Context: an optimization exercise on an open-source flow, tuned for small area, a short achievable clock period and few clock cycles per item. The choices shown serve that exercise and are no tape-out recipe.
Only simulation tests tie the RTL to the original design; equivalence was not proved.
Power is estimated from default activity; no workload was simulated.

==> flow/run.sh <==
#!/bin/bash
set -euo pipefail
bash standard.sh SETUP_SLACK_MARGIN=6.5 finish > layout.log 2>&1
==> standard.sh <==
#!/bin/bash
# synth_recipe.tcl (not shown) runs the flow's synth.tcl, then flattens the netlist and writes it again
# the make line also repeats each setting of config.mk as NAME=value (left out here)
make -C /OpenROAD-flow-scripts/flow DESIGN_CONFIG=/design/flow/config.mk WORK_HOME=/design/flow/orfs CLKGATE_MAP_FILE= SYNTH_SCRIPT=/design/flow/synth_recipe.tcl "${@:-finish}"
==> config.mk <==
export PLATFORM = sky130hd
export DESIGN_NAME = section_beat_peak_picker
export DESIGN_NICKNAME = section_beat_peak_picker
export VERILOG_FILES = /design/flow/design.v
export SDC_FILE = /design/flow/constraint.sdc
export NUM_CORES = 4
export LEC_CHECK = 0
export CAP_MARGIN = 20
export CORE_MARGIN = 2
export CORE_UTILIZATION = 40
export SLEW_MARGIN = 20
==> constraint.sdc <==
create_clock -name core_clock -period 10.5 [get_ports {clk}]
set_input_delay 2.1000 -clock core_clock [delete_from_list [all_inputs] [get_ports {clk}]]
set_output_delay 2.1000 -clock core_clock [all_outputs]
set_load 0.01 [all_outputs]
==> design.v <==
package sbpp_pkg;
  localparam int CFG_INDEX_W = 4;
  localparam int CFG_DATA_W  = 10;
  localparam int LENGTH_W    = 8;
  localparam int FACTOR_W    = 10;
  localparam int OFFSET_W    = 7;
  localparam int THRESH_SHIFT = 16;
  localparam logic [CFG_INDEX_W-1:0] REG_SECTION_LENGTH = 4'd0;
  localparam logic [CFG_INDEX_W-1:0] REG_STD_FACTOR     = 4'd1;
  localparam logic [LENGTH_W-1:0] LENGTH_RESET = 8'd128;
  localparam logic [FACTOR_W-1:0] FACTOR_RESET = 10'd256;
  typedef struct packed {
    logic [OFFSET_W-1:0] offset;
    logic                valid;
    logic                done;
  } beat_t;
endpackage
module section_beat_peak_picker #(
  parameter int SECTION_MAX = 128,
  parameter int SAMPLE_BITS = 16
) (
  input  logic                                   clk,
  input  logic                                   rst,
  input  logic                                   s_tvalid,
  output logic                                   s_tready,
  input  logic [((SAMPLE_BITS + 7) / 8) * 8-1:0] s_tdata,    
  output logic                                   m_tvalid,
  input  logic                                   m_tready,
  output logic [7:0]                             m_tdata,    
  output logic                                   m_tuser,    
  output logic                                   m_tlast,    
  input  logic                                   cfg_valid,
  output logic                                   cfg_ready,
  input  logic [sbpp_pkg::CFG_INDEX_W-1:0]       cfg_index,
  input  logic [sbpp_pkg::CFG_DATA_W-1:0]        cfg_data
);
  logic               in_v;
  logic signed [15:0] in_x;
  logic               cf_v;
  logic [3:0]         cf_i;
  logic [9:0]         cf_d;
  logic               in_v_nx;
  assign in_v_nx   = s_tvalid && s_tready;
  assign cfg_ready = 1'b1;
  always_ff @(posedge clk) begin
    in_x <= s_tdata[15:0];
    cf_i <= cfg_index;
    cf_d <= cfg_data;
    if (rst) begin
      in_v <= 1'b0;
      cf_v <= 1'b0;
    end else begin
      in_v <= in_v_nx;
      cf_v <= cfg_valid;
    end
  end
  logic [7:0] n_r, n_m1, n_m2;
  logic [9:0] k_r;
  logic [7:0] leff;
  logic       wr_len, wr_fac;
  assign wr_len = cf_v && (cf_i == 4'd0);
  assign wr_fac = cf_v && (cf_i == 4'd1);
  always_comb begin
    if (cf_d[7:0] == 8'd0)        leff = 8'd1;
    else if (cf_d[7:0] > 8'd128)  leff = 8'd128;
    else                          leff = cf_d[7:0];
  end
  always_ff @(posedge clk) begin
    if (rst) begin
      n_r  <= 8'd130;
      n_m1 <= 8'd129;
      n_m2 <= 8'd128;
      k_r  <= 10'd256;
    end else begin
      if (wr_len) begin
        n_r  <= leff + 8'd2;
        n_m1 <= leff + 8'd1;
        n_m2 <= leff;
      end
      if (wr_fac) k_r <= cf_d;
    end
  end
  logic [7:0]         pos;
  logic signed [15:0] xa, xb;
  logic signed [23:0] s_sum;
  logic [31:0]        sq_s, sq_c;     
  logic               sq_v, sq_first, sq_last;
  logic [37:0]        q_sum;
  logic [6:0]         wptr, rptr, sec_base;
  logic [22:0]        fifo0 [32];
  logic [22:0]        fifo1 [32];
  logic               pk_q;
  logic [5:0]         pk_addr;
  logic [22:0]        pk_data;
  logic               ld_first, ld_last, pk_wr, sec_done;
  logic [6:0]         wptr_inc, end_ptr;
  logic [7:0]         pos_nx;
  logic [6:0]         wptr_nx;
  logic [31:0]        x_sq_s, x_sq_c;
  assign ld_first = (pos == 8'd0);
  assign ld_last  = (pos == n_m1);
  assign pk_wr    = in_v && (pos >= 8'd2) && (xa < xb) && (in_x < xb);
  assign sec_done = in_v && ld_last;
  assign wptr_inc = wptr + 7'd1;
  assign end_ptr  = pk_wr ? wptr_inc : wptr;
  function automatic logic [63:0] csa(input logic [31:0] a, input logic [31:0] b,
                                      input logic [31:0] c);
    csa = {a ^ b ^ c, ((a & b) | (a & c) | (b & c)) << 1};
  endfunction
  logic [14:0] sq_y;
  logic [31:0] pp [16];
  logic [31:0] l1 [11];
  logic [31:0] l2 [8];
  logic [31:0] l3 [6];
  logic [31:0] l4 [4];
  logic [31:0] l5 [3];
  assign sq_y = in_x[14:0] ^ {15{in_x[15]}};
  always_comb begin
    for (int i = 0; i < 15; i++) begin
      pp[i] = '0;
      pp[i][2*i] = sq_y[i];
      for (int j = i + 1; j < 15; j++) pp[i][i+j+1] = sq_y[i] & sq_y[j];
    end
    pp[15] = in_x[15] ? {16'd0, sq_y, 1'b1} : 32'd0;
    {l1[0], l1[1]} = csa(pp[0], pp[1], pp[2]);
    {l1[2], l1[3]} = csa(pp[3], pp[4], pp[5]);
    {l1[4], l1[5]} = csa(pp[6], pp[7], pp[8]);
    {l1[6], l1[7]} = csa(pp[9], pp[10], pp[11]);
    {l1[8], l1[9]} = csa(pp[12], pp[13], pp[14]);
    l1[10] = pp[15];
    {l2[0], l2[1]} = csa(l1[0], l1[1], l1[2]);
    {l2[2], l2[3]} = csa(l1[3], l1[4], l1[5]);
    {l2[4], l2[5]} = csa(l1[6], l1[7], l1[8]);
    l2[6] = l1[9];
    l2[7] = l1[10];
    {l3[0], l3[1]} = csa(l2[0], l2[1], l2[2]);
    {l3[2], l3[3]} = csa(l2[3], l2[4], l2[5]);
    l3[4] = l2[6];
    l3[5] = l2[7];
    {l4[0], l4[1]} = csa(l3[0], l3[1], l3[2]);
    {l4[2], l4[3]} = csa(l3[3], l3[4], l3[5]);
    {l5[0], l5[1]} = csa(l4[0], l4[1], l4[2]);
    l5[2] = l4[3];
    {x_sq_s, x_sq_c} = csa(l5[0], l5[1], l5[2]);
  end
  always_comb begin
    pos_nx  = pos;
    wptr_nx = wptr;
    if (in_v) begin
      pos_nx  = ld_last ? 8'd0 : pos + 8'd1;
      wptr_nx = end_ptr;
    end
    if (wr_len) begin
      pos_nx  = 8'd0;
      wptr_nx = sec_base;
    end
  end
  always_ff @(posedge clk) begin
    pk_q    <= pk_wr;
    pk_addr <= wptr[5:0];
    pk_data <= {xb, 7'(pos - 8'd2)};
    if (pk_q && !pk_addr[0]) fifo0[pk_addr[5:1]] <= pk_data;
    if (pk_q &&  pk_addr[0]) fifo1[pk_addr[5:1]] <= pk_data;
  end
  always_ff @(posedge clk) begin
    if (rst) begin
      pos      <= 8'd0;
      wptr     <= 7'd0;
      sec_base <= 7'd0;
      sq_v     <= 1'b0;
    end else begin
      pos  <= pos_nx;
      wptr <= wptr_nx;
      sq_v <= in_v;
      if (sec_done) sec_base <= end_ptr;
    end
  end
  always_ff @(posedge clk) begin
    if (in_v) begin
      xa       <= xb;
      xb       <= in_x;
      s_sum    <= (ld_first ? 24'sd0 : s_sum) + 24'(in_x);
      sq_s     <= x_sq_s;
      sq_c     <= x_sq_c;
      sq_first <= ld_first;
      sq_last  <= ld_last;
    end
    if (sq_v) begin
      q_sum <= (sq_first ? 38'd0 : q_sum) + 38'(sq_s) + 38'(sq_c);
    end
  end
  typedef enum logic [2:0] {
    TA_IDLE, TA_CAP, TA_M1, TA_V1, TA_V2, TA_KV, TA_DONE
  } ta_t;
  ta_t                ta_st;
  logic [3:0]         ta_cnt;
  logic signed [23:0] ta_s;
  logic [7:0]         ta_n;
  logic [9:0]         ta_k;
  logic [6:0]         ta_end;
  logic [37:0]        ta_q;
  logic [23:0]        ta_a;
  logic signed [25:0] aa_hi;
  logic [25:0]        aa_lo;
  logic               aa_pb;
  logic signed [25:0] na_hi;
  logic [9:0]         na_lo;
  logic               na_pb;
  logic [37:0]        nq_hi;
  logic [7:0]         nq_lo;
  logic [7:0]         nn_hi;
  logic [7:0]         nn_lo;
  logic [9:0]         kk_hi;
  logic [9:0]         kk_lo;
  logic signed [48:0] v1;
  logic signed [32:0] v2;
  logic [44:0]        vv;
  logic signed [46:0] kv_hi;
  logic [21:0]        kv_lo;
  logic               kv_pb;
  logic               ta_take;    
  logic               ta_busy, ta_busy_nx;
  function automatic logic [2:0] booth(input logic [2:0] b);
    case (b)
      3'b001, 3'b010: booth = 3'b001;
      3'b011:         booth = 3'b010;
      3'b100:         booth = 3'b110;
      3'b101, 3'b110: booth = 3'b101;
      default:        booth = 3'b000;
    endcase
  endfunction
  logic [2:0]         aa_d, na_d, kv_d;
  logic [25:0]        aa_m, na_m;
  logic [46:0]        kv_m;
  logic signed [26:0] aa_s, na_s;
  logic signed [47:0] kv_s;
  logic [23:0]        a_new;
  assign a_new = 24'(ta_s) + {1'b0, ta_n, 15'd0};
  assign aa_d  = booth({aa_lo[1:0], aa_pb});
  assign na_d  = booth({na_lo[1:0], na_pb});
  assign kv_d  = booth({kv_lo[1:0], kv_pb});
  always_comb begin
    aa_m = aa_d[1] ? {1'b0, ta_a, 1'b0} : aa_d[0] ? {2'b0, ta_a} : 26'd0;
    na_m = na_d[1] ? {1'b0, ta_a, 1'b0} : na_d[0] ? {2'b0, ta_a} : 26'd0;
    kv_m = kv_d[1] ? {1'b0, vv, 1'b0}   : kv_d[0] ? {2'b0, vv}   : 47'd0;
    aa_s = 27'(aa_hi) + (aa_d[2] ? ~{1'b0, aa_m} : {1'b0, aa_m}) + 27'(aa_d[2]);
    na_s = 27'(na_hi) + (na_d[2] ? ~{1'b0, na_m} : {1'b0, na_m}) + 27'(na_d[2]);
    kv_s = 48'(kv_hi) + (kv_d[2] ? ~{1'b0, kv_m} : {1'b0, kv_m}) + 48'(kv_d[2]);
  end
  assign ta_busy    = (ta_st != TA_IDLE);
  assign ta_busy_nx = (ta_busy && !ta_take) || sec_done;
  logic [38:0] nq_s;
  logic [8:0]  nn_s;
  logic [10:0] kk_s;
  assign nq_s = {1'b0, nq_hi} + (nq_lo[0] ? {1'b0, ta_q} : 39'd0);
  assign nn_s = {1'b0, nn_hi} + (nn_lo[0] ? {1'b0, ta_n} : 9'd0);
  assign kk_s = {1'b0, kk_hi} + (kk_lo[0] ? {1'b0, ta_k} : 11'd0);
  always_ff @(posedge clk) begin
    if (rst) begin
      ta_st <= TA_IDLE;
    end else begin
      case (ta_st)
        TA_IDLE: if (sec_done) ta_st <= TA_CAP;
        TA_CAP:  ta_st <= TA_M1;
        TA_M1:   if (ta_cnt == 4'd12) ta_st <= TA_V1;
        TA_V1:   ta_st <= TA_V2;
        TA_V2:   ta_st <= TA_KV;
        TA_KV:   if (ta_cnt == 4'd10) ta_st <= TA_DONE;
        TA_DONE: if (ta_take) ta_st <= TA_IDLE;
        default: ta_st <= TA_IDLE;
      endcase
    end
  end
  always_ff @(posedge clk) begin
    case (ta_st)
      TA_IDLE: begin
        ta_s   <= s_sum + 24'(in_x);
        ta_n   <= n_r;
        ta_k   <= k_r;
        ta_end <= end_ptr;
      end
      TA_CAP: begin
        ta_q   <= q_sum + 38'(sq_s) + 38'(sq_c);
        ta_a   <= a_new;
        ta_cnt <= 4'd0;
        aa_hi  <= '0;
        aa_lo  <= {2'b00, a_new};
        aa_pb  <= 1'b0;
        na_hi  <= '0;
        na_lo  <= {2'b00, ta_n};
        na_pb  <= 1'b0;
        nq_hi  <= '0;
        nq_lo  <= ta_n;
        nn_hi  <= '0;
        nn_lo  <= ta_n;
        kk_hi  <= '0;
        kk_lo  <= ta_k;
      end
      TA_M1: begin
        ta_cnt <= ta_cnt + 4'd1;
        {aa_hi, aa_lo} <= {aa_s[26], aa_s[26:2], aa_s[1:0], aa_lo[25:2]};
        aa_pb  <= aa_lo[1];
        if (ta_cnt < 4'd5) begin
          {na_hi, na_lo} <= {na_s[26], na_s[26:2], na_s[1:0], na_lo[9:2]};
          na_pb <= na_lo[1];
        end
        if (ta_cnt < 4'd8) begin
          {nq_hi, nq_lo} <= {nq_s, nq_lo[7:1]};
          {nn_hi, nn_lo} <= {nn_s, nn_lo[7:1]};
        end
        if (ta_cnt < 4'd10) begin
          {kk_hi, kk_lo} <= {kk_s, kk_lo[9:1]};
        end
      end
      TA_V1: begin
        v1 <= $signed({3'b0, nq_hi, nq_lo}) - $signed({1'b0, aa_hi[21:0], aa_lo});
        v2 <= $signed({2'b0, na_val}) - $signed({3'b0, nn_val, 14'd0});
        ta_cnt <= 4'd0;
      end
      TA_V2: begin
        vv    <= 45'(v1 + $signed({v2, 16'd0}));
        kv_hi <= '0;
        kv_lo <= {2'b00, kk_hi, kk_lo};
        kv_pb <= 1'b0;
      end
      TA_KV: begin
        ta_cnt <= ta_cnt + 4'd1;
        {kv_hi, kv_lo} <= {kv_s[47], kv_s[47:2], kv_s[1:0], kv_lo[21:2]};
        kv_pb <= kv_lo[1];
      end
      default: ;
    endcase
  end
  logic [48:0] w_val;     
  logic [47:0] aa_val;    
  logic [30:0] na_val;    
  logic [15:0] nn_val;    
  assign w_val  = {kv_hi[42:0], kv_lo[21:16]};
  assign aa_val = {aa_hi[21:0], aa_lo};
  assign na_val = {na_hi[20:0], na_lo};
  assign nn_val = {nn_hi, nn_lo};
  typedef enum logic [1:0] {TB_IDLE, TB_SRCH, TB_DONE} tb_t;
  tb_t                tb_st;
  logic [3:0]         tb_cnt;
  logic signed [49:0] sr_r;
  logic signed [47:0] sr_x;
  logic [44:0]        sr_y;
  logic [22:0]        sr_z;
  logic signed [24:0] sr_dm;
  logic [15:0]        sr_u;
  logic [6:0]         tb_end;
  logic               tb_take;    
  logic signed [24:0] sr_dc;
  logic signed [49:0] sr_rc;
  logic               sr_acc;
  logic signed [47:0] sr_x2;
  assign ta_take = (ta_st == TA_DONE) && (tb_st == TB_IDLE);
  assign sr_dc   = sr_dm + $signed({2'b0, sr_z});
  assign sr_rc   = sr_r - 50'(sr_x) - $signed({5'b0, sr_y});
  assign sr_acc  = sr_dc[24] || !sr_rc[49];
  assign sr_x2   = sr_x + $signed({2'b0, sr_y, 1'b0});
  always_ff @(posedge clk) begin
    if (rst) begin
      tb_st <= TB_IDLE;
    end else begin
      case (tb_st)
        TB_IDLE: if (ta_take) tb_st <= TB_SRCH;
        TB_SRCH: if (tb_cnt == 4'd15) tb_st <= TB_DONE;
        TB_DONE: if (tb_take) tb_st <= TB_IDLE;
        default: tb_st <= TB_IDLE;
      endcase
    end
  end
  always_ff @(posedge clk) begin
    case (tb_st)
      TB_IDLE: begin
        sr_r   <= $signed({1'b0, w_val}) - $signed({2'b0, aa_val});
        sr_x   <= -$signed({1'b0, na_val, 16'd0});
        sr_y   <= {nn_val[14:0], 30'd0};
        sr_z   <= {ta_n, 15'd0};
        sr_dm  <= ~$signed({1'b0, ta_a});
        tb_end <= ta_end;
        tb_cnt <= 4'd0;
      end
      TB_SRCH: begin
        tb_cnt <= tb_cnt + 4'd1;
        sr_u   <= {sr_u[14:0], sr_acc};
        if (sr_acc) begin
          sr_dm <= sr_dc;
          sr_r  <= sr_rc;
          sr_x  <= sr_x2 >>> 1;
        end else begin
          sr_x  <= sr_x >>> 1;
        end
        sr_y <= sr_y >> 2;
        sr_z <= sr_z >> 1;
      end
      default: ;
    endcase
  end
  logic               sc_act;
  logic signed [15:0] sc_tx;
  logic [6:0]         sc_end;
  logic               adv, go;
  logic               is_ent, is_two, is_cls;
  logic [6:0]         rptr1;
  logic [4:0]         row0, row1;
  logic [6:0]         rptr_nx;
  logic [22:0]        rd0, rd1, rda, rdb;
  logic               p_v0, p_v1, p_cls, p_half;
  logic signed [15:0] p_val0, p_val1;
  logic [6:0]         p_off0, p_off1;
  logic signed [15:0] p_tx;
  logic               pend_v;
  logic [6:0]         pend_off;
  logic               h0, h1, need2;
  logic               emit, emit_last;
  logic [6:0]         emit_off;
  assign adv     = !m_tvalid || m_tready;
  assign tb_take = (tb_st == TB_DONE) && !sc_act;
  assign rptr1   = rptr + 7'd1;
  assign is_ent  = sc_act && (rptr != sc_end);
  assign is_two  = is_ent && (rptr1 != sc_end);
  assign is_cls  = sc_act && (rptr == sc_end);
  assign rd0     = fifo0[row0];
  assign rd1     = fifo1[row1];
  assign rptr_nx = !is_ent ? rptr : is_two ? rptr + 7'd2 : rptr1;
  assign rda     = rptr[0] ? rd1 : rd0;
  assign rdb     = rptr[0] ? rd0 : rd1;
  assign h0    = p_v0 && !p_half && (p_val0 > p_tx);
  assign h1    = p_v1 && (p_val1 > p_tx);
  assign need2 = h0 && h1 && pend_v;
  assign go    = adv && !need2;
  always_comb begin
    emit      = 1'b0;
    emit_last = 1'b0;
    emit_off  = pend_off;
    if (p_cls) begin
      emit      = 1'b1;
      emit_last = 1'b1;
    end else if (h0 && h1) begin
      emit     = 1'b1;
      emit_off = pend_v ? pend_off : p_off0;
    end else if (h0 || h1) begin
      emit     = pend_v;
    end
  end
  always_ff @(posedge clk) begin
    if (rst) begin
      sc_act   <= 1'b0;
      rptr     <= 7'd0;
      row0     <= 5'd0;
      row1     <= 5'd0;
      p_v0     <= 1'b0;
      p_v1     <= 1'b0;
      p_cls    <= 1'b0;
      p_half   <= 1'b0;
      pend_v   <= 1'b0;
      m_tvalid <= 1'b0;
    end else begin
      if (tb_take) begin
        sc_act <= 1'b1;
        sc_tx  <= $signed({~sr_u[15], sr_u[14:0]});
        sc_end <= tb_end;
      end
      if (adv) begin
        if (need2) begin
          p_half   <= 1'b1;
          pend_off <= p_off0;
        end else begin
          p_v0   <= is_ent;
          p_v1   <= is_two;
          p_cls  <= is_cls;
          p_half <= 1'b0;
          rptr <= rptr_nx;
          row0 <= rptr_nx[5:1] + 5'(rptr_nx[0]);
          row1 <= rptr_nx[5:1];
          if (is_cls) sc_act <= 1'b0;
          if (p_cls) begin
            pend_v <= 1'b0;
          end else if (h1) begin
            pend_v   <= 1'b1;
            pend_off <= p_off1;
          end else if (h0) begin
            pend_v   <= 1'b1;
            pend_off <= p_off0;
          end
        end
        m_tvalid <= emit;
        m_tdata  <= {1'b0, (emit_last && !pend_v) ? 7'd0 : emit_off};
        m_tuser  <= !emit_last || pend_v;
        m_tlast  <= emit_last;
      end
    end
  end
  always_ff @(posedge clk) begin
    if (go) begin
      p_val0 <= rda[22:7];
      p_off0 <= rda[6:0];
      p_val1 <= rdb[22:7];
      p_off1 <= rdb[6:0];
      p_tx   <= sc_tx;
    end
  end
  logic [6:0] fill;
  logic       room, hold_last;
  assign fill      = wptr - rptr;
  assign room      = (fill < 7'd63) || (rptr == sec_base);
  assign hold_last = ta_busy_nx && ((pos_nx == n_m1) || (pos_nx == n_m2));
  always_ff @(posedge clk) begin
    if (rst) s_tready <= 1'b0;
    else     s_tready <= room && !hold_last;
  end
endmodule
==> impl_results.md, run 1 <==
- Status: timing/DRC/antenna clean
- Switching Power: 0.00581 W
- Clock Skew: 87.6 ps
- Reg2reg end: sr_r[46]$_DFFE_PP_
- Core Area: 0.327 mm2
- Setup slack of the most critical reg-to-reg path: 6230 ps
- Number of failing hold endpoints at the final stage: 0
- Global routing usage on met1: 29.1%
- Remaining global-route overflow: 0
- Met2 global-route usage: 34.9%
- Category of the worst setup path capture point: register
- Count of endpoints failing setup in the final report: 0
- Top-level port count: 48
- Clock-pin transition on the worst setup and hold timing paths: 60 ps
- Final period util: 40.7%
- Number of I/O port buffers: 45
- CTS HTree Levels: 5
- Hold Crit Class: register to register
- Max Transition Viols Final: 0
- Share of the synthesized area in compound gates (AO/OA/AOI/OAI): 9.06%
- Post-synth ARST share: 0%
- All-Layer GR Usage: 21.2%
- Final weighted congestion in routability-driven placement: 0.920
- Number of maximum-capacitance constraint violations: 0
- Antenna violations before repair: 26
- Worst slack at placement: 5250 ps
- Summed instance area of the synthesized netlist: 0.132 mm2
- Final worst path period need: 4270 ps
- Maximum ir drop on the vdd rail: 148 uV
- Reg power frac: 47.3%
- Number of rows created at floorplan: 210
- Origin of the worst min-delay path: xb[12]$_DFFE_PP_
- Starting DRT DRC Count: 7,884
- Number of clock sinks: 2,569
- Logic pwr share: 11.5%
- Proportion of synthesized area in mux cells: 8.94%
- Number of buffers inserted by hold repair at cts: 0
- Root Driver: sky130_fd_sc_hd__clkbuf_16
- Cell count of the worst reg-to-reg path: 17
- Maximum number of pins on one net before global-route repair: 126
- Relative slew slack: 24.9%
- Number of vias per cell: 5.64
- Placed insts: 13,900
- Number of fill cells in the layout: 28,600
- Post-synthesis area per instance: 13.6 um2
- Register bit total from synthesis: 2,569
- Setup slack after layout: 6230 ps
- Simple-gate area share of the yosys netlist: 7.95%
- Final nets: 11,100
- Main combinational cell family by area after synthesis: adder cells
- Sw frac: 24.0%
- Setup repair after global routing missed its margin: true
- Grt met3 use: 2.65%
- Most common cell in the synthesized netlist: sky130_fd_sc_hd__edfxtp_1
- Synth Area in Adders: 9.75%
- Chip Height: 578 um
- Total number of vias: 83,200
- Proportion of synthesized chip area in sequential cells: 57.4%
- Initial cell density of the core: 40.2%
- Cell depth of the worst hold path: 0
- Maximum clock path buffer count: 4
- R2r startpoint: sr_y[0]$_SDFFCE_PN0P_
- Die Outline Area: 0.334 mm2
- Data required time at the worst endpoint: 11,130 ps
- Critical Setup Path Class: register to register
- Synth unique cells: 103
- Worst-Skew Late Latency: 930 ps
- Worst Max-Slew Pin Slew: 1130 ps
- Multi-input logic area: 0.0563 mm2
- Cell area reported after detailed placement: 0.138 mm2
- Upper clock frequency limit: 0.234 GHz
- Clock buffers created by TritonCTS: 288
- Part of the power in the clock network: 41.2%
- Non-filler cells in the finished layout: 14,800
- Register area: 0.0757 mm2
- WP data arrival: 4900 ps
- Wire length per cell after detailed routing: 24.7 um
- Top area cells in the synthesized netlist: sky130_fd_sc_hd__edfxtp_1 55%, sky130_fd_sc_hd__mux4_2 7.9%, sky130_fd_sc_hd__ha_1 6.9%
- Synth top cells by count: 2,416 x sky130_fd_sc_hd__edfxtp_1, 787 x sky130_fd_sc_hd__nor2_1, 721 x sky130_fd_sc_hd__ha_1
- Most Used Layer, Global Route: met2
- Xor/xnor share of the synthesized area: 4.29%
- Fraction of layout instances using a drive strength above 1: 20.1%
- Routed wire length: 364,000 um
- Half-perimeter wire length of the detailed placement result: 231,000 um
- Leakage power figure: 55.1 nW
- Startpoint type of the worst setup path: register
- Horiz. Die Dim: 578 um
- Top_reg_cell synth: sky130_fd_sc_hd__edfxtp_1
- Cell-internal power: 0.0184 W
- Proportion of netlist area held by the largest area contributor: 55.1%
- Total negative slack: 0 ps
- Vias in the first global route: 82,300
- Warning count from the yosys run: 7
- Power density cells: 157 mW/mm2
- Count of flip-flops with a built-in enable after synthesis: 2,416
- DRC viols: 0
- Largest area contributor in the netlist: sky130_fd_sc_hd__edfxtp_1
- Worst Path Max Fanout: 3
- TritonCTS clock tree: done
- Post-synthesis instance total: 9,694
- Non-Filler Cell Area, Final: 0.154 mm2
- Area growth from synthesis to layout: 17.1%
- Global-route wire length before repair: 532,000 um
- Remaining antenna violation count: 0
- First-pass DRT Iterations: 7
- Destination of the worst hold path: pk_data[19]$_DFF_P_
==> registers in the layout, indices dropped and copies added (netlist names), 45 cells and up, named ones only <==
name	flops
fifo0	736
fifo1	736
kv_hi	46
sr_r	50
sr_x	48
sr_y	45
v1	45
vv	45
==> worst max-delay path, cell delays in order (launching register included) <==
cell,delay (ps)
sky130_fd_sc_hd__edfxtp_1,370
sky130_fd_sc_hd__inv_2,50
sky130_fd_sc_hd__fa_1,530
sky130_fd_sc_hd__inv_1,50
sky130_fd_sc_hd__ha_2,170
sky130_fd_sc_hd__or2_4,220
sky130_fd_sc_hd__fa_2,370
sky130_fd_sc_hd__a211oi_4,280
sky130_fd_sc_hd__o21ai_4,110
sky130_fd_sc_hd__a41oi_2,250
sky130_fd_sc_hd__a21oi_2,110
sky130_fd_sc_hd__o221a_4,270
sky130_fd_sc_hd__nand4_1,180
sky130_fd_sc_hd__a32oi_2,180
sky130_fd_sc_hd__a221o_1,370
sky130_fd_sc_hd__a31oi_1,180
sky130_fd_sc_hd__xor2_1,200
sky130_fd_sc_hd__mux2i_1,90
==> cells in the final DEF (no fill, tap or decap), drive strengths merged, types with 59 or more instances in the layout <==
cell type  instances
xnor2            354
a22oi             78
buf              458
mux4             460
a21oi            513
a21o             251
nand2b           106
nand4             63
fa               190
a31oi             67
mux2i            131
o21bai            80
and2             127
inv              528
a211oi            59
nand3            156
o21ai            451
nor2             787
and3              64
nand2            519
nor3             103
nor2b            119
edfxtp          2416
clkinv           101
xor2             291
dfxtp            153
ha               721
o21a              61
clkbuf           382
==> metal layers <==
metal,vias up,share of wire (%)
met5,-,0.0074
met4,4,3.2
met3,548,6.0
li1,37600,-
met1,42300,43
met2,2739,48
==> logic make-up (layout without fill, tap and decap cells) <==
family	count (synthesis)	count (layout)
compound gates	1865	1879
xor+xnor	645	645
fa+ha+maj	912	912
buf+inv	889	1562
flops	2569	2569
mux	600	600
other cells	2	22
simple gates	2212	2218
==> worst max-delay path by stage <==
stage / startpoint / end / slack [ps] / depth (start not counted)
6_report: sr_y[0]$_SDFFCE_PN0P_ / sr_r[46]$_DFFE_PP_ / 6230 / 17
5_1_grt: sr_x[0]$_SDFFCE_PN0P_ / sr_r[42]$_DFFE_PP_ / 6140 / 19
4_1_cts: sr_y[0]$_SDFFCE_PN0P_ / sr_r[46]$_DFFE_PP_ / 6170 / 17
3_5_place_dp: kv_lo[1]$_DFFE_PN_ / kv_hi[38]$_SDFFCE_PN0N_ / 5250 / 18
3_3_place_gp: kv_lo[1]$_DFFE_PN_ / kv_hi[40]$_SDFFCE_PN0N_ / 5210 / 18
2_1_floorplan: tb_st[1]$_SDFFE_PP0P_ / sc_end[0]$_DFFE_PP_ / 5420 / 2
==> what timing repair did <==
action	in CTS	in global routing
pin swaps	168	233
endpoints found under the setup margin	415	290
gates cloned	32	17
gates resized for setup	399	385
buffers inserted	196	103
==> area by class of cell <==
cell class / count / area share [%]
diodes: 18 / 0.0292
clock buffers: 373 / 5.07
clock inverters: 151 / 0.937
inverters: 520 / 1.29
multi-input cells: 6258 / 36.5
flip-flops and latches: 2569 / 49.1
well taps: 4346 / 3.53
repair buffers: 518 / 3.50
==> power groups by stage <==
stage | clock (W) | combinational [W] | sequential (W)
global placement | 0 | 0.00219 | 0.0117
CTS | 0.0102 | 0.00254 | 0.0115
global route | 0.0106 | 0.00312 | 0.0115
detailed placement | 0 | 0.00223 | 0.0117
finish | 0.00999 | 0.00278 | 0.0115
floorplan | 0 | 0.00163 | 0.0116
==> through the flow <==
step / power [W] / hold slack, ps / util, %
finish: 0.0242 / 342 / 47.1
global route: 0.0251 / 366 / 47.1
CTS: 0.0242 / 341 / 46.2
detailed placement: 0.0139 / 379 / 42.2
global placement: 0.0139 / 373 / 42.2
floorplan: 0.0133 / 365 / -
Testbench counts, summed over its fixed seeds: cycles 18,446, sections 192.
==> inputs of run 2 (changes only) <==
--- a/design.v
+++ b/design.v
@@ -190,13 +190,10 @@
     end
   end
   typedef enum logic [2:0] {
-    TA_IDLE, TA_CAP, TA_M1, TA_V1, TA_V2, TA_KV, TA_DONE
+    TA_IDLE, TA_M1, TA_V, TA_KV, TA_DONE
   } ta_t;
   ta_t                ta_st;
   logic [3:0]         ta_cnt;
-  logic signed [23:0] ta_s;
-  logic [7:0]         ta_n;
-  logic [9:0]         ta_k;
   logic [6:0]         ta_end;
   logic [37:0]        ta_q;
   logic [23:0]        ta_a;
@@ -212,8 +209,6 @@
   logic [7:0]         nn_lo;
   logic [9:0]         kk_hi;
   logic [9:0]         kk_lo;
-  logic signed [48:0] v1;
-  logic signed [32:0] v2;
   logic [44:0]        vv;
   logic signed [46:0] kv_hi;
   logic [21:0]        kv_lo;
@@ -235,7 +230,7 @@
   logic signed [26:0] aa_s, na_s;
   logic signed [47:0] kv_s;
   logic [23:0]        a_new;
-  assign a_new = 24'(ta_s) + {1'b0, ta_n, 15'd0};
+  assign a_new = 24'(s_sum) + 24'(in_x) + {1'b0, n_r, 15'd0};
   assign aa_d  = booth({aa_lo[1:0], aa_pb});
   assign na_d  = booth({na_lo[1:0], na_pb});
   assign kv_d  = booth({kv_lo[1:0], kv_pb});
@@ -253,18 +248,16 @@
   logic [8:0]  nn_s;
   logic [10:0] kk_s;
   assign nq_s = {1'b0, nq_hi} + (nq_lo[0] ? {1'b0, ta_q} : 39'd0);
-  assign nn_s = {1'b0, nn_hi} + (nn_lo[0] ? {1'b0, ta_n} : 9'd0);
-  assign kk_s = {1'b0, kk_hi} + (kk_lo[0] ? {1'b0, ta_k} : 11'd0);
+  assign nn_s = {1'b0, nn_hi} + (nn_lo[0] ? {1'b0, n_r} : 9'd0);
+  assign kk_s = {1'b0, kk_hi} + (kk_lo[0] ? {1'b0, k_r} : 11'd0);
   always_ff @(posedge clk) begin
     if (rst) begin
       ta_st <= TA_IDLE;
     end else begin
       case (ta_st)
-        TA_IDLE: if (sec_done) ta_st <= TA_CAP;
-        TA_CAP:  ta_st <= TA_M1;
-        TA_M1:   if (ta_cnt == 4'd12) ta_st <= TA_V1;
-        TA_V1:   ta_st <= TA_V2;
-        TA_V2:   ta_st <= TA_KV;
+        TA_IDLE: if (sec_done) ta_st <= TA_M1;
+        TA_M1:   if (ta_cnt == 4'd12) ta_st <= TA_V;
+        TA_V:    ta_st <= TA_KV;
         TA_KV:   if (ta_cnt == 4'd10) ta_st <= TA_DONE;
         TA_DONE: if (ta_take) ta_st <= TA_IDLE;
         default: ta_st <= TA_IDLE;
@@ -274,27 +267,21 @@
   always_ff @(posedge clk) begin
     case (ta_st)
       TA_IDLE: begin
-        ta_s   <= s_sum + 24'(in_x);
-        ta_n   <= n_r;
-        ta_k   <= k_r;
         ta_end <= end_ptr;
-      end
-      TA_CAP: begin
-        ta_q   <= q_sum + 38'(sq_s) + 38'(sq_c);
         ta_a   <= a_new;
         ta_cnt <= 4'd0;
         aa_hi  <= '0;
         aa_lo  <= {2'b00, a_new};
         aa_pb  <= 1'b0;
         na_hi  <= '0;
-        na_lo  <= {2'b00, ta_n};
+        na_lo  <= {2'b00, n_r};
         na_pb  <= 1'b0;
         nq_hi  <= '0;
-        nq_lo  <= ta_n;
+        nq_lo  <= n_r;
         nn_hi  <= '0;
-        nn_lo  <= ta_n;
+        nn_lo  <= n_r;
         kk_hi  <= '0;
-        kk_lo  <= ta_k;
+        kk_lo  <= k_r;
       end
       TA_M1: begin
         ta_cnt <= ta_cnt + 4'd1;
@@ -304,21 +291,21 @@
           {na_hi, na_lo} <= {na_s[26], na_s[26:2], na_s[1:0], na_lo[9:2]};
           na_pb <= na_lo[1];
         end
-        if (ta_cnt < 4'd8) begin
+        if (ta_cnt == 4'd0) ta_q <= q_sum + 38'(sq_s) + 38'(sq_c);
+        if (ta_cnt != 4'd0 && ta_cnt < 4'd9) begin
           {nq_hi, nq_lo} <= {nq_s, nq_lo[7:1]};
+        end
+        if (ta_cnt < 4'd8) begin
           {nn_hi, nn_lo} <= {nn_s, nn_lo[7:1]};
         end
         if (ta_cnt < 4'd10) begin
           {kk_hi, kk_lo} <= {kk_s, kk_lo[9:1]};
         end
       end
-      TA_V1: begin
-        v1 <= $signed({3'b0, nq_hi, nq_lo}) - $signed({1'b0, aa_hi[21:0], aa_lo});
-        v2 <= $signed({2'b0, na_val}) - $signed({3'b0, nn_val, 14'd0});
+      TA_V: begin
+        vv    <= 45'($signed({3'b0, nq_hi, nq_lo}) - $signed({1'b0, aa_val})
+                     + $signed({2'b0, na_val, 16'd0}) - $signed({3'b0, nn_val[14:0], 30'd0}));
         ta_cnt <= 4'd0;
-      end
-      TA_V2: begin
-        vv    <= 45'(v1 + $signed({v2, 16'd0}));
         kv_hi <= '0;
         kv_lo <= {2'b00, kk_hi, kk_lo};
         kv_pb <= 1'b0;
@@ -377,7 +364,7 @@
         sr_r   <= $signed({1'b0, w_val}) - $signed({2'b0, aa_val});
         sr_x   <= -$signed({1'b0, na_val, 16'd0});
         sr_y   <= {nn_val[14:0], 30'd0};
-        sr_z   <= {ta_n, 15'd0};
+        sr_z   <= {n_r, 15'd0};
         sr_dm  <= ~$signed({1'b0, ta_a});
         tb_end <= ta_end;
         tb_cnt <= 4'd0;
@@ -410,7 +397,6 @@
   logic               p_v0, p_v1, p_cls, p_half;
   logic signed [15:0] p_val0, p_val1;
   logic [6:0]         p_off0, p_off1;
-  logic signed [15:0] p_tx;
   logic               pend_v;
   logic [6:0]         pend_off;
   logic               h0, h1, need2;
@@ -427,8 +413,8 @@
   assign rptr_nx = !is_ent ? rptr : is_two ? rptr + 7'd2 : rptr1;
   assign rda     = rptr[0] ? rd1 : rd0;
   assign rdb     = rptr[0] ? rd0 : rd1;
-  assign h0    = p_v0 && !p_half && (p_val0 > p_tx);
-  assign h1    = p_v1 && (p_val1 > p_tx);
+  assign h0    = p_v0 && !p_half && (p_val0 > sc_tx);
+  assign h1    = p_v1 && (p_val1 > sc_tx);
   assign need2 = h0 && h1 && pend_v;
   assign go    = adv && !need2;
   always_comb begin
@@ -499,7 +485,6 @@
       p_off0 <= rda[6:0];
       p_val1 <= rdb[22:7];
       p_off1 <= rdb[6:0];
-      p_tx   <= sc_tx;
     end
   end
   logic [6:0] fill;
==> flow/run.sh (replaced) <==
#!/bin/bash
set -euo pipefail
bash standard.sh SETUP_SLACK_MARGIN=7.5 finish > layout.log 2>&1
--- a/config.mk
+++ b/config.mk
@@ -7,5 +7,5 @@
 export LEC_CHECK = 0
 export CAP_MARGIN = 20
 export CORE_MARGIN = 2
-export CORE_UTILIZATION = 40
+export CORE_UTILIZATION = 60
 export SLEW_MARGIN = 20
==> impl_results.md, run 2 <==
- Maximum ir drop on the vdd rail: 200 uV (was 148 uV)
- Leakage power figure: 57.2 nW (was 55.1 nW)
- Crit-path cells: fa_1 -> inv_2 -> ha_4 -> o211ai_1 -> a21oi_2 -> nor3b_4 -> nor4_4 -> o211ai_2 -> a41oi_4 -> buf_6 -> nor3_4 -> nor4_4 -> buf_4 -> buf_6 -> a21oi_4 -> buf_12 -> buf_12 -> buf_16 (was inv_2 -> fa_1 -> inv_1 -> ha_2 -> or2_4 -> fa_2 -> a211oi_4 -> o21ai_4 -> a41oi_2 -> a21oi_2 -> o221a_4 -> nand4_1 -> a32oi_2 -> a221o_1 -> a31oi_1 -> xor2_1 -> mux2i_1)
- Critical Setup Path Class: register to register (unchanged)
- Register bit total from synthesis: 2,437 (was 2,569)
- Synth top cells by count: 2,284 x sky130_fd_sc_hd__edfxtp_1, 735 x sky130_fd_sc_hd__nor2_1, 724 x sky130_fd_sc_hd__ha_1 (was 2,416 x sky130_fd_sc_hd__edfxtp_1, 787 x sky130_fd_sc_hd__nor2_1, 721 x sky130_fd_sc_hd__ha_1)
- Worst Path Max Fanout: 7 (was 3)
- Cell count of the worst reg-to-reg path: 18 (was 17)
- Final nets: 11,300 (was 11,100)
- Register area: 0.0718 mm2 (was 0.0757 mm2)
- Post-synth ARST share: 0% (unchanged)
- Worst-Skew Late Latency: 970 ps (was 930 ps)
- Initial cell density of the core: 60.5% (was 40.2%)
- Maximum cell stage delay along the critical path: 590 ps (was 530 ps)
- Antenna violations before repair: 17 (was 26)
- Global-route wire length before repair: 533,000 um (was 532,000 um)
- Maximum number of pins on one net before global-route repair: 87 (was 126)
- Root Driver: sky130_fd_sc_hd__clkbuf_16 (unchanged)
- Utilization after layout: 74.6% (was 47.1%)
- Max stage delay cell, worst path: sky130_fd_sc_hd__fa_1 (unchanged)
- Number of vias per cell: 6.39 (was 5.64)
- Startpoint type of the worst setup path: register (unchanged)
- Most common cell in the synthesized netlist: sky130_fd_sc_hd__edfxtp_1 (unchanged)
- Worst Setup SP: sr_x[2]$_SDFFCE_PN0P_ (was sr_y[0]$_SDFFCE_PN0P_)
- Chip Height: 464 um (was 578 um)
- Reg power frac: 41.6% (was 47.3%)
- Power density cells: 171 mW/mm2 (was 157 mW/mm2)
- Final worst path period need: 4290 ps (was 4270 ps)
- Logic pwr share: 23.3% (was 11.5%)
- Remaining global-route overflow: 0 (unchanged)
- Remaining antenna violation count: 0 (unchanged)
- Die Outline Area: 0.215 mm2 (was 0.334 mm2)
- Non-Filler Cell Area, Final: 0.157 mm2 (was 0.154 mm2)
- TritonCTS clock tree: done (unchanged)
- Number of rows created at floorplan: 168 (was 210)
- Leading cell type in the layout, fill and taps excluded: sky130_fd_sc_hd__edfxtp_1 (unchanged)
- Category of the worst setup path capture point: register (unchanged)
- Family with the most delay on the worst path: buffers and inverters (was compound AO/OA/AOI/OAI gates)
- Horiz. Die Dim: 464 um (was 578 um)
- Buffer and inverter count on the worst path: 7 (was 2)
- Total negative slack: 0 ps (unchanged)
- Reg2reg end: sr_r[35]$_DFFE_PP_ (was sr_r[46]$_DFFE_PP_)
- Count of endpoints failing setup in the final report: 0 (unchanged)
- Summed instance area of the synthesized netlist: 0.127 mm2 (was 0.132 mm2)
- Upper clock frequency limit: 0.233 GHz (was 0.234 GHz)
- Hold Crit Class: register to register (unchanged)
- Area growth from synthesis to layout: 23.4% (was 17.1%)
- Number of maximum-capacitance constraint violations: 0 (unchanged)
- Maximum clock path buffer count: 4 (unchanged)
- Part of the power in the clock network: 35.1% (was 41.2%)
- Top-level port count: 48 (unchanged)
- Starting DRT DRC Count: 10,100 (was 7,884)
- Destination of the worst hold path: pk_data[11]$_DFF_P_ (was pk_data[19]$_DFF_P_)
- Number of clock sinks: 2,437 (was 2,569)
- Sw frac: 27.5% (was 24.0%)
- Setup slack of the most critical reg-to-reg path: 6210 ps (was 6230 ps)
- Synth unique cells: 98 (was 103)
- Post-synthesis area per instance: 13.5 um2 (was 13.6 um2)
- Commonest non-fill, non-tap cells in the layout: 2,284 x sky130_fd_sc_hd__edfxtp_1, 570 x sky130_fd_sc_hd__buf_4, 566 x sky130_fd_sc_hd__nor2_1, 512 x sky130_fd_sc_hd__ha_1, 473 x sky130_fd_sc_hd__inv_1 (was 2,416 x sky130_fd_sc_hd__edfxtp_1, 673 x sky130_fd_sc_hd__nor2_1, 622 x sky130_fd_sc_hd__ha_1, 506 x sky130_fd_sc_hd__nand2_1, 463 x sky130_fd_sc_hd__a21oi_1)
- CTS HTree Levels: 5 (unchanged)
- Clock Skew: 89.9 ps (was 87.6 ps)
- Placed insts: 12,000 (was 13,900)
- WP data arrival: 4930 ps (was 4900 ps)
- Number of I/O port buffers: 45 (unchanged)
- Largest area contributor in the netlist: sky130_fd_sc_hd__edfxtp_1 (unchanged)
- Final period util: 40.8% (was 40.7%)
- Total number of vias: 84,900 (was 83,200)
- Switching Power: 0.00740 W (was 0.00581 W)
- Routed wire length: 369,000 um (was 364,000 um)
- Clock buffers created by TritonCTS: 275 (was 288)
- Proportion of synthesized chip area in sequential cells: 56.4% (was 57.4%)
- Post-synthesis instance total: 9,370 (was 9,694)
- First-pass DRT Iterations: 6 (was 7)
- Top_reg_cell synth: sky130_fd_sc_hd__edfxtp_1 (unchanged)
- Final weighted congestion in routability-driven placement: 0.937 (was 0.920)
- Origin of the worst min-delay path: xb[4]$_DFFE_PP_ (was xb[12]$_DFFE_PP_)
- Status: timing/DRC/antenna clean (unchanged)
- Warning count from the yosys run: 7 (unchanged)
- Cell-internal power: 0.0195 W (was 0.0184 W)
- Cell depth of the worst hold path: 0 (unchanged)
- Number of fill cells in the layout: 13,100 (was 28,600)
- Core Area: 0.210 mm2 (was 0.327 mm2)
- Top area cells in the synthesized netlist: sky130_fd_sc_hd__edfxtp_1 54%, sky130_fd_sc_hd__mux4_2 8.2%, sky130_fd_sc_hd__ha_1 7.1% (was sky130_fd_sc_hd__edfxtp_1 55%, sky130_fd_sc_hd__mux4_2 7.9%, sky130_fd_sc_hd__ha_1 6.9%)
- Worst Max-Slew Pin Slew: 1070 ps (was 1130 ps)
- DRC viols: 0 (unchanged)
- Cell area reported after detailed placement: 0.134 mm2 (was 0.138 mm2)
- Number of failing hold endpoints at the final stage: 0 (unchanged)
- Proportion of netlist area held by the largest area contributor: 54.0% (was 55.1%)
- All-Layer GR Usage: 33.3% (was 21.2%)
- Max Transition Viols Final: 0 (unchanged)
- Setup repair after global routing missed its margin: true (unchanged)
- Vias in the first global route: 83,200 (was 82,300)
- Relative slew slack: 28.2% (was 24.9%)
- Multi-input logic area: 0.0601 mm2 (was 0.0563 mm2)
- R2r startpoint: sr_x[2]$_SDFFCE_PN0P_ (was sr_y[0]$_SDFFCE_PN0P_)
- Half-perimeter wire length of the detailed placement result: 224,000 um (was 231,000 um)
- Wire length per cell after detailed routing: 27.7 um (was 24.7 um)
- Worst Hold Slack: 403 ps (was 342 ps)
- Number of buffers inserted by hold repair at cts: 0 (unchanged)
- Non-filler cells in the finished layout: 13,300 (was 14,800)
- Count of flip-flops with a built-in enable after synthesis: 2,284 (was 2,416)
- Clock-pin transition on the worst setup and hold timing paths: 60 ps (about the same)
- Data required time at the worst endpoint: 11,140 ps (was 11,130 ps)
- Fraction of layout instances using a drive strength above 1: 30.8% (was 20.1%)
[run 2: changes by cell type after synthesis, sizes merged, moves of 51 or more]
| cell | change |
|---|---|
| edfxtp | -132 |
| nand2 | -88 |
| mux2i | -73 |
| nor2 | -52 |
| inv | +51 |
[run 2: cells by family after synthesis]
family                   count (synthesis)  share of synthesized area [%]
other                                    2                        0.00592
buffers and inverters                  931                           2.78
multiplexers                           547                           8.87
adder cells (fa/ha/maj)                963                           10.9
flip-flops                            2437                           56.4
XOR/XNOR                               619                           4.27
AO/OA/AOI/OAI                         1816                           9.03
AND/OR/NAND/NOR                       2055                           7.71
[run 2: how the worst max path moves through the flow]
stage | endpoint | slack (ps) | cells past startpoint
after detailed placement | sr_x[42]$_DFFE_PP_ | 4950 | 16
after global placement | sr_x[42]$_DFFE_PP_ | 5040 | 16
after CTS | sr_r[46]$_DFFE_PP_ | 6230 | 18
after floorplan | sc_end[0]$_DFFE_PP_ | 5390 | 3
after global routing | sr_r[35]$_DFFE_PP_ | 6070 | 18
final | sr_r[35]$_DFFE_PP_ | 6210 | 18
[run 2: final cells by class]
cell class	count	area share, %
multi-input combinational	6013	38.4
antenna	6	0.00959
clock buffer	352	4.79
tap	2805	2.24
timing repair inverter	1	0.0104
timing repair buffer	979	6.55
clock inverter	122	0.750
sequential	2437	45.8
inverter	570	1.42
[run 2: per-layer routing]
layer	GRT usage, %	vias up	wire (um)
met1	49.1	43100	150000
met4	9.21	8	10400
met3	7.15	619	38700
met5	0.602	-	286
met2	50.4	4110	169000
li1	-	37000	-
[run 2: through the flow]
step | setup WS, ps | total power, W
6_report | 6210 | 0.0269
5_1_grt | 6070 | 0.0279
4_1_cts | 6230 | 0.0261
3_5_place_dp | 4950 | 0.0158
3_3_place_gp | 5040 | 0.0157
2_1_floorplan | 5390 | 0.0147
[run 2: timing repair]
action	CTS	global route
gates cloned	51	10
pin swaps	437	451
resized for setup	1037	597
setup endpoints to repair	814	622
setup buffers	481	248
[run 2: power by group through the flow]
stage                     Combinational [W]  Clock [W]  Sequential, W
after floorplan                     0.00343          0         0.0113
after global placement              0.00436          0         0.0114
after detailed placement            0.00444          0         0.0114
after CTS                           0.00546    0.00950         0.0112
after global routing                0.00678    0.00989         0.0112
final                               0.00626    0.00943         0.0112
Testbench counts of run 2, summed over its fixed seeds: cycles 18,283, sections 192.
==> inputs of run 3 (changes only) <==
--- a/design.v
+++ b/design.v
@@ -36,6 +36,7 @@
 );
   logic               in_v;
   logic signed [15:0] in_x;
+  logic [14:0]        in_y;      
   logic               cf_v;
   logic [3:0]         cf_i;
   logic [9:0]         cf_d;
@@ -44,6 +45,7 @@
   assign cfg_ready = 1'b1;
   always_ff @(posedge clk) begin
     in_x <= s_tdata[15:0];
+    in_y <= s_tdata[14:0] ^ {15{s_tdata[15]}};
     cf_i <= cfg_index;
     cf_d <= cfg_data;
     if (rst) begin
@@ -114,7 +116,7 @@
   logic [31:0] l3 [6];
   logic [31:0] l4 [4];
   logic [31:0] l5 [3];
-  assign sq_y = in_x[14:0] ^ {15{in_x[15]}};
+  assign sq_y = in_y;
   always_comb begin
     for (int i = 0; i < 15; i++) begin
       pp[i] = '0;
@@ -199,10 +201,8 @@
   logic [23:0]        ta_a;
   logic signed [25:0] aa_hi;
   logic [25:0]        aa_lo;
-  logic               aa_pb;
   logic signed [25:0] na_hi;
   logic [9:0]         na_lo;
-  logic               na_pb;
   logic [37:0]        nq_hi;
   logic [7:0]         nq_lo;
   logic [7:0]         nn_hi;
@@ -212,7 +212,6 @@
   logic [44:0]        vv;
   logic signed [46:0] kv_hi;
   logic [21:0]        kv_lo;
-  logic               kv_pb;
   logic               ta_take;    
   logic               ta_busy, ta_busy_nx;
   function automatic logic [2:0] booth(input logic [2:0] b);
@@ -231,9 +230,6 @@
   logic signed [47:0] kv_s;
   logic [23:0]        a_new;
   assign a_new = 24'(s_sum) + 24'(in_x) + {1'b0, n_r, 15'd0};
-  assign aa_d  = booth({aa_lo[1:0], aa_pb});
-  assign na_d  = booth({na_lo[1:0], na_pb});
-  assign kv_d  = booth({kv_lo[1:0], kv_pb});
   always_comb begin
     aa_m = aa_d[1] ? {1'b0, ta_a, 1'b0} : aa_d[0] ? {2'b0, ta_a} : 26'd0;
     na_m = na_d[1] ? {1'b0, ta_a, 1'b0} : na_d[0] ? {2'b0, ta_a} : 26'd0;
@@ -272,10 +268,10 @@
         ta_cnt <= 4'd0;
         aa_hi  <= '0;
         aa_lo  <= {2'b00, a_new};
-        aa_pb  <= 1'b0;
+        aa_d   <= booth({a_new[1:0], 1'b0});
         na_hi  <= '0;
         na_lo  <= {2'b00, n_r};
-        na_pb  <= 1'b0;
+        na_d   <= booth({n_r[1:0], 1'b0});
         nq_hi  <= '0;
         nq_lo  <= n_r;
         nn_hi  <= '0;
@@ -286,10 +282,10 @@
       TA_M1: begin
         ta_cnt <= ta_cnt + 4'd1;
         {aa_hi, aa_lo} <= {aa_s[26], aa_s[26:2], aa_s[1:0], aa_lo[25:2]};
-        aa_pb  <= aa_lo[1];
+        aa_d   <= booth({aa_lo[3:1]});
         if (ta_cnt < 4'd5) begin
           {na_hi, na_lo} <= {na_s[26], na_s[26:2], na_s[1:0], na_lo[9:2]};
-          na_pb <= na_lo[1];
+          na_d  <= booth({na_lo[3:1]});
         end
         if (ta_cnt == 4'd0) ta_q <= q_sum + 38'(sq_s) + 38'(sq_c);
         if (ta_cnt != 4'd0 && ta_cnt < 4'd9) begin
@@ -308,12 +304,12 @@
         ta_cnt <= 4'd0;
         kv_hi <= '0;
         kv_lo <= {2'b00, kk_hi, kk_lo};
-        kv_pb <= 1'b0;
+        kv_d  <= booth({kk_lo[1:0], 1'b0});
       end
       TA_KV: begin
         ta_cnt <= ta_cnt + 4'd1;
         {kv_hi, kv_lo} <= {kv_s[47], kv_s[47:2], kv_s[1:0], kv_lo[21:2]};
-        kv_pb <= kv_lo[1];
+        kv_d  <= booth({kv_lo[3:1]});
       end
       default: ;
     endcase
==> flow/run.sh (replaced) <==
#!/bin/bash
set -euo pipefail
bash standard.sh SETUP_SLACK_MARGIN=6.5 finish > layout.log 2>&1
==> impl_results.md, run 3 <==
- Status: timing/DRC/antenna clean (unchanged)
- R2r startpoint: sr_x[11]$_SDFFCE_PN0P_ (was sr_x[2]$_SDFFCE_PN0P_)
- Origin of the worst min-delay path: ta_end[0]$_DFFE_PP_ (was xb[4]$_DFFE_PP_)
- Number of rows created at floorplan: 169 (was 168)
- Synth top cells by count: 2,289 x sky130_fd_sc_hd__edfxtp_1, 708 x sky130_fd_sc_hd__ha_1, 651 x sky130_fd_sc_hd__inv_1 (was 2,284 x sky130_fd_sc_hd__edfxtp_1, 735 x sky130_fd_sc_hd__nor2_1, 724 x sky130_fd_sc_hd__ha_1)
- Simple-gate area share of the yosys netlist: 7.85% (was 7.71%)
- Starting DRT DRC Count: 8,605 (was 10,100)
- Clock-pin transition on the worst setup and hold timing paths: 60 ps (about the same)
- Leading cell type in the layout, fill and taps excluded: sky130_fd_sc_hd__edfxtp_1 (unchanged)
- All-Layer GR Usage: 30.7% (was 33.3%)
- Leakage power figure: 53.7 nW (was 57.2 nW)
- Final weighted congestion in routability-driven placement: 0.984 (was 0.937)
- Final nets: 10,800 (was 11,300)
- Worst setup path endpoint: sr_x[28]$_DFFE_PP_ (was sr_r[35]$_DFFE_PP_)
- Routed wire length: 338,000 um (was 369,000 um)
- Setup repair after global routing missed its margin: true (unchanged)
- CTS HTree Levels: 5 (unchanged)
- Met2 global-route usage: 45.7% (was 50.4%)
- Top area cells in the synthesized netlist: sky130_fd_sc_hd__edfxtp_1 54%, sky130_fd_sc_hd__mux4_2 8.1%, sky130_fd_sc_hd__ha_1 6.9% (was sky130_fd_sc_hd__edfxtp_1 54%, sky130_fd_sc_hd__mux4_2 8.2%, sky130_fd_sc_hd__ha_1 7.1%)
- Worst-Skew Late Latency: 920 ps (was 970 ps)
- Reg2reg end: sr_x[28]$_DFFE_PP_ (was sr_r[35]$_DFFE_PP_)
- WP data arrival: 4790 ps (was 4930 ps)
- Setup slack of the most critical reg-to-reg path: 6280 ps (was 6210 ps)
- Antenna violations before repair: 15 (was 17)
- Main combinational cell family by area after synthesis: adder cells (unchanged)
- Total number of vias: 80,400 (was 84,900)
- Post-synthesis area per instance: 13.6 um2 (was 13.5 um2)
- DRC viols: 0 (unchanged)
- Number of clock sinks: 2,457 (was 2,437)
- Most Used Layer, Global Route: met1 (was met2)
- Sw frac: 26.4% (was 27.5%)
- Chip Height: 466 um (was 464 um)
- Synth unique cells: 102 (was 98)
- Setup slack after layout: 6280 ps (was 6210 ps)
- Startpoint type of the worst setup path: register (unchanged)
- Cell count of the worst reg-to-reg path: 17 (was 18)
- Upper clock frequency limit: 0.237 GHz (was 0.233 GHz)
- Proportion of synthesized area in mux cells: 9.59% (was 8.87%)
- Clock buffers created by TritonCTS: 276 (was 275)
- Total negative slack: 0 ps (unchanged)
- Wire length per cell after detailed routing: 26.4 um (was 27.7 um)
- Vias in the first global route: 77,900 (was 83,200)
- Worst slack at placement: 5370 ps (was 4950 ps)
- Proportion of synthesized chip area in sequential cells: 56.3% (was 56.4%)
- Area growth from synthesis to layout: 14.0% (was 23.4%)
- Clock Skew: 69.0 ps (was 89.9 ps)
- Maximum cell stage delay along the critical path: 450 ps (was 590 ps)
- Commonest non-fill, non-tap cells in the layout: 2,289 x sky130_fd_sc_hd__edfxtp_1, 666 x sky130_fd_sc_hd__ha_1, 630 x sky130_fd_sc_hd__inv_1, 575 x sky130_fd_sc_hd__nand2_1, 513 x sky130_fd_sc_hd__nor2_1 (was 2,284 x sky130_fd_sc_hd__edfxtp_1, 570 x sky130_fd_sc_hd__buf_4, 566 x sky130_fd_sc_hd__nor2_1, 512 x sky130_fd_sc_hd__ha_1, 473 x sky130_fd_sc_hd__inv_1)
- Xor/xnor share of the synthesized area: 4.17% (was 4.27%)
- Number of maximum-capacitance constraint violations: 0 (unchanged)
- Non-filler cells in the finished layout: 12,800 (was 13,300)
- Cell-internal power: 0.0187 W (was 0.0195 W)
- Post-synthesis instance total: 9,425 (was 9,370)
- Fraction of layout instances using a drive strength above 1: 17.6% (was 30.8%)
- Top_reg_cell synth: sky130_fd_sc_hd__edfxtp_1 (unchanged)
- Number of logic stages on the critical path including buffering: 17 (was 18)
- Synth Area in Adders: 10.7% (was 10.9%)
- Register bit total from synthesis: 2,457 (was 2,437)
- Global-route wire length before repair: 496,000 um (was 533,000 um)
- Crit-path cells: inv_2 -> fa_1 -> ha_4 -> nand4_1 -> nor3_2 -> nand3_1 -> o21ai_4 -> o21ai_4 -> a21oi_4 -> o211ai_1 -> buf_4 -> mux2i_4 -> a21boi_4 -> buf_8 -> clkbuf_16 -> mux2i_1 -> a21oi_1 (was fa_1 -> inv_2 -> ha_4 -> o211ai_1 -> a21oi_2 -> nor3b_4 -> nor4_4 -> o211ai_2 -> a41oi_4 -> buf_6 -> nor3_4 -> nor4_4 -> buf_4 -> buf_6 -> a21oi_4 -> buf_12 -> buf_12 -> buf_16)
- Worst Max-Slew Pin Slew: 1110 ps (was 1070 ps)
- Core Area: 0.212 mm2 (was 0.210 mm2)
- Part of the power in the clock network: 37.3% (was 35.1%)
- Remaining global-route overflow: 0 (unchanged)
- Maximum clock path buffer count: 4 (unchanged)
- Final period util: 40.2% (was 40.8%)
- Global routing usage on met1: 46.9% (was 49.1%)
- Horiz. Die Dim: 466 um (was 464 um)
- Final worst path period need: 4220 ps (was 4290 ps)
- Category of the worst setup path capture point: register (unchanged)
- First-pass DRT Iterations: 6 (unchanged)
- Family with the most delay on the worst path: compound AO/OA/AOI/OAI gates (was buffers and inverters)
- Count of endpoints failing setup in the final report: 0 (unchanged)
- Max Transition Viols Final: 0 (unchanged)
- Most common cell in the synthesized netlist: sky130_fd_sc_hd__edfxtp_1 (unchanged)
- Switching Power: 0.00674 W (was 0.00740 W)
- Placed insts: 12,100 (was 12,000)
- Root Driver: sky130_fd_sc_hd__clkbuf_16 (unchanged)
- Logic pwr share: 18.4% (was 23.3%)
- Number of fill cells in the layout: 14,800 (was 13,100)
- Relative slew slack: 26.2% (was 28.2%)
- TritonCTS clock tree: done (unchanged)
- Cell mode on critical path: sky130_fd_sc_hd__o21ai_4
- Share of the synthesized area in compound gates (AO/OA/AOI/OAI): 8.42% (was 9.03%)
- Critical Setup Path Class: register to register (unchanged)
- Grt met3 use: 6.01% (was 7.15%)
- Number of I/O port buffers: 45 (unchanged)
- Summed instance area of the synthesized netlist: 0.128 mm2 (was 0.127 mm2)
- Largest area contributor in the netlist: sky130_fd_sc_hd__edfxtp_1 (unchanged)
- Count of flip-flops with a built-in enable after synthesis: 2,289 (was 2,284)
- Proportion of netlist area held by the largest area contributor: 53.7% (was 54.0%)
- Top-level port count: 48 (unchanged)
- Initial cell density of the core: 60.3% (was 60.5%)
- Buffer and inverter count on the worst path: 4 (was 7)
- Reg power frac: 44.3% (was 41.6%)
- Power density cells: 175 mW/mm2 (was 171 mW/mm2)
- Maximum number of pins on one net before global-route repair: 115 (was 87)
- Remaining antenna violation count: 0 (unchanged)
- Worst Path Max Fanout: 7 (unchanged)
- Post-synth ARST share: 0% (unchanged)
- Max stage delay cell, worst path: sky130_fd_sc_hd__fa_1 (unchanged)
- Hold Crit Class: register to register (unchanged)
- Half-perimeter wire length of the detailed placement result: 221,000 um (was 224,000 um)
- Data required time at the worst endpoint: 11,080 ps (was 11,140 ps)
- Warning count from the yosys run: 7 (unchanged)
- Number of vias per cell: 6.28 (was 6.39)
- Die Outline Area: 0.217 mm2 (was 0.215 mm2)
- Maximum ir drop on the vdd rail: 188 uV (was 200 uV)
- Worst Setup SP: sr_x[11]$_SDFFCE_PN0P_ (was sr_x[2]$_SDFFCE_PN0P_)
- Number of failing hold endpoints at the final stage: 0 (unchanged)
-- run 3: cell count changes in the layout (fill, tap and decap cells not counted), moves of 108 or more --
cell / before / now
sky130_fd_sc_hd__a21oi_1: 326 / 434
sky130_fd_sc_hd__a21oi_2: 164 / 47
sky130_fd_sc_hd__buf_4: 570 / 285
sky130_fd_sc_hd__buf_6: 232 / 30
sky130_fd_sc_hd__ha_1: 512 / 666
sky130_fd_sc_hd__ha_4: 171 / 28
sky130_fd_sc_hd__inv_1: 473 / 630
sky130_fd_sc_hd__mux2i_1: 24 / 155
sky130_fd_sc_hd__nand2_1: 389 / 575
-- run 3: kinds of logic after synthesis --
| logic type | after synthesis |
|---|---|
| muxes | 648 |
| AOI/OAI and AO/OA | 1676 |
| adders and majority gates | 947 |
| xor gates and xnor gates | 608 |
| buffers and inverters | 993 |
| DFF | 2457 |
| other | 2 |
| and+or+nand+nor | 2094 |
-- run 3: per-layer routing --
layer	wire length (um)	up-vias	share of wire [%]
met4	8650	10	2.6
met5	67	-	0.020
li1	-	35900	-
met2	151000	3364	45
met3	32300	491	9.5
met1	147000	40600	43
-- run 3: worst min-delay path by stage --
stage	slack [ps]	cells past startpoint	end
6_report	390	0	tb_end[0]$_DFFE_PP_
2_1_floorplan	350	0	pk_data[0]$_DFF_P_
4_1_cts	390	0	pk_addr[0]$_DFF_P_
3_5_place_dp	380	0	pk_data[18]$_DFF_P_
5_1_grt	410	0	pk_addr[0]$_DFF_P_
3_3_place_gp	370	0	pk_data[18]$_DFF_P_
-- run 3: timing repair --
action | CTS | global route
hold buffers | 0 | 0
setup buffers | 94 | 107
endpoints found under the setup margin | 331 | 279
pin swaps | 78 | 201
gates resized for setup | 234 | 303
cloned | 17 | 11
-- run 3: per-stage QoR --
| stage | area (um2) | utilization (%) | hold slack [ps] | total power, W |
|---|---|---|---|---|
| after floorplan | 128000 | - | 354 | 0.0144 |
| after global placement | 132000 | 62.3 | 373 | 0.0155 |
| after detailed placement | 132000 | 62.4 | 379 | 0.0156 |
| after CTS | 143000 | 67.6 | 394 | 0.0252 |
| after global routing | 146000 | 68.8 | 406 | 0.0265 |
| final | 146000 | 68.8 | 392 | 0.0255 |
-- run 3: power by group through the flow --
stage	registers (W)	clock network, W	logic, W
floorplan	0.0114	0	0.00308
global placement	0.0115	0	0.00400
detailed placement	0.0115	0	0.00405
CTS	0.0113	0.00964	0.00431
global route	0.0113	0.0100	0.00521
finish	0.0113	0.00951	0.00469
-- run 3: area by class of cell --
cell class              count  area (um2)  share of cell area, %
inverters                 651        2450                   1.68
well taps                2821        3530                   2.42
repair buffers            419        4280                   2.94
flip-flops and latches   2457       72300                   49.5
clock inverters           121        1340                  0.916
multi-input cells        5979       54500                   37.4
diodes                      6        15.0                 0.0103
clock buffers             346        7450                   5.11
Testbench counts of run 3, summed over its fixed seeds: cycles 18,283, sections 192.

[port drivers added, routing unchanged]
The results above use ideal ports. As a check the final layouts listed here were re-extracted and re-timed, cells and wires unchanged. Step 1 assumes that a clkbuf_16 drives the clock port and a buf_2 every other input. Step 2 moves the port delays by t, midway between the first and last clock arrival at a register: inputs arrive t later, outputs are due t later. That takes back most of the time a late clock gives input paths. a / b / c = ideal / step 1 / step 2; a / b = the first two.
run	shift t [ns]	slack for setup (ns)	worst hold slack (ns)	worst setup path at the end	worst data-port slew with drivers (ns)
run 1	0.986	6.226 / 6.226 / 5.898	0.342 / 0.342 / 0.342	input to register	0.13
run 2	1.006	6.215 / 6.215 / 6.215	0.403 / 0.403 / 0.403	register to register	0.06
run 3	0.995	6.283 / 6.283 / 5.832	0.392 / 0.392 / 0.392	input to register	0.14
After both steps setup and hold are still met in every run listed. The setup slack of run 3, which loses most, moves by 0.000 ns with the drivers and by -0.451 ns with both steps.
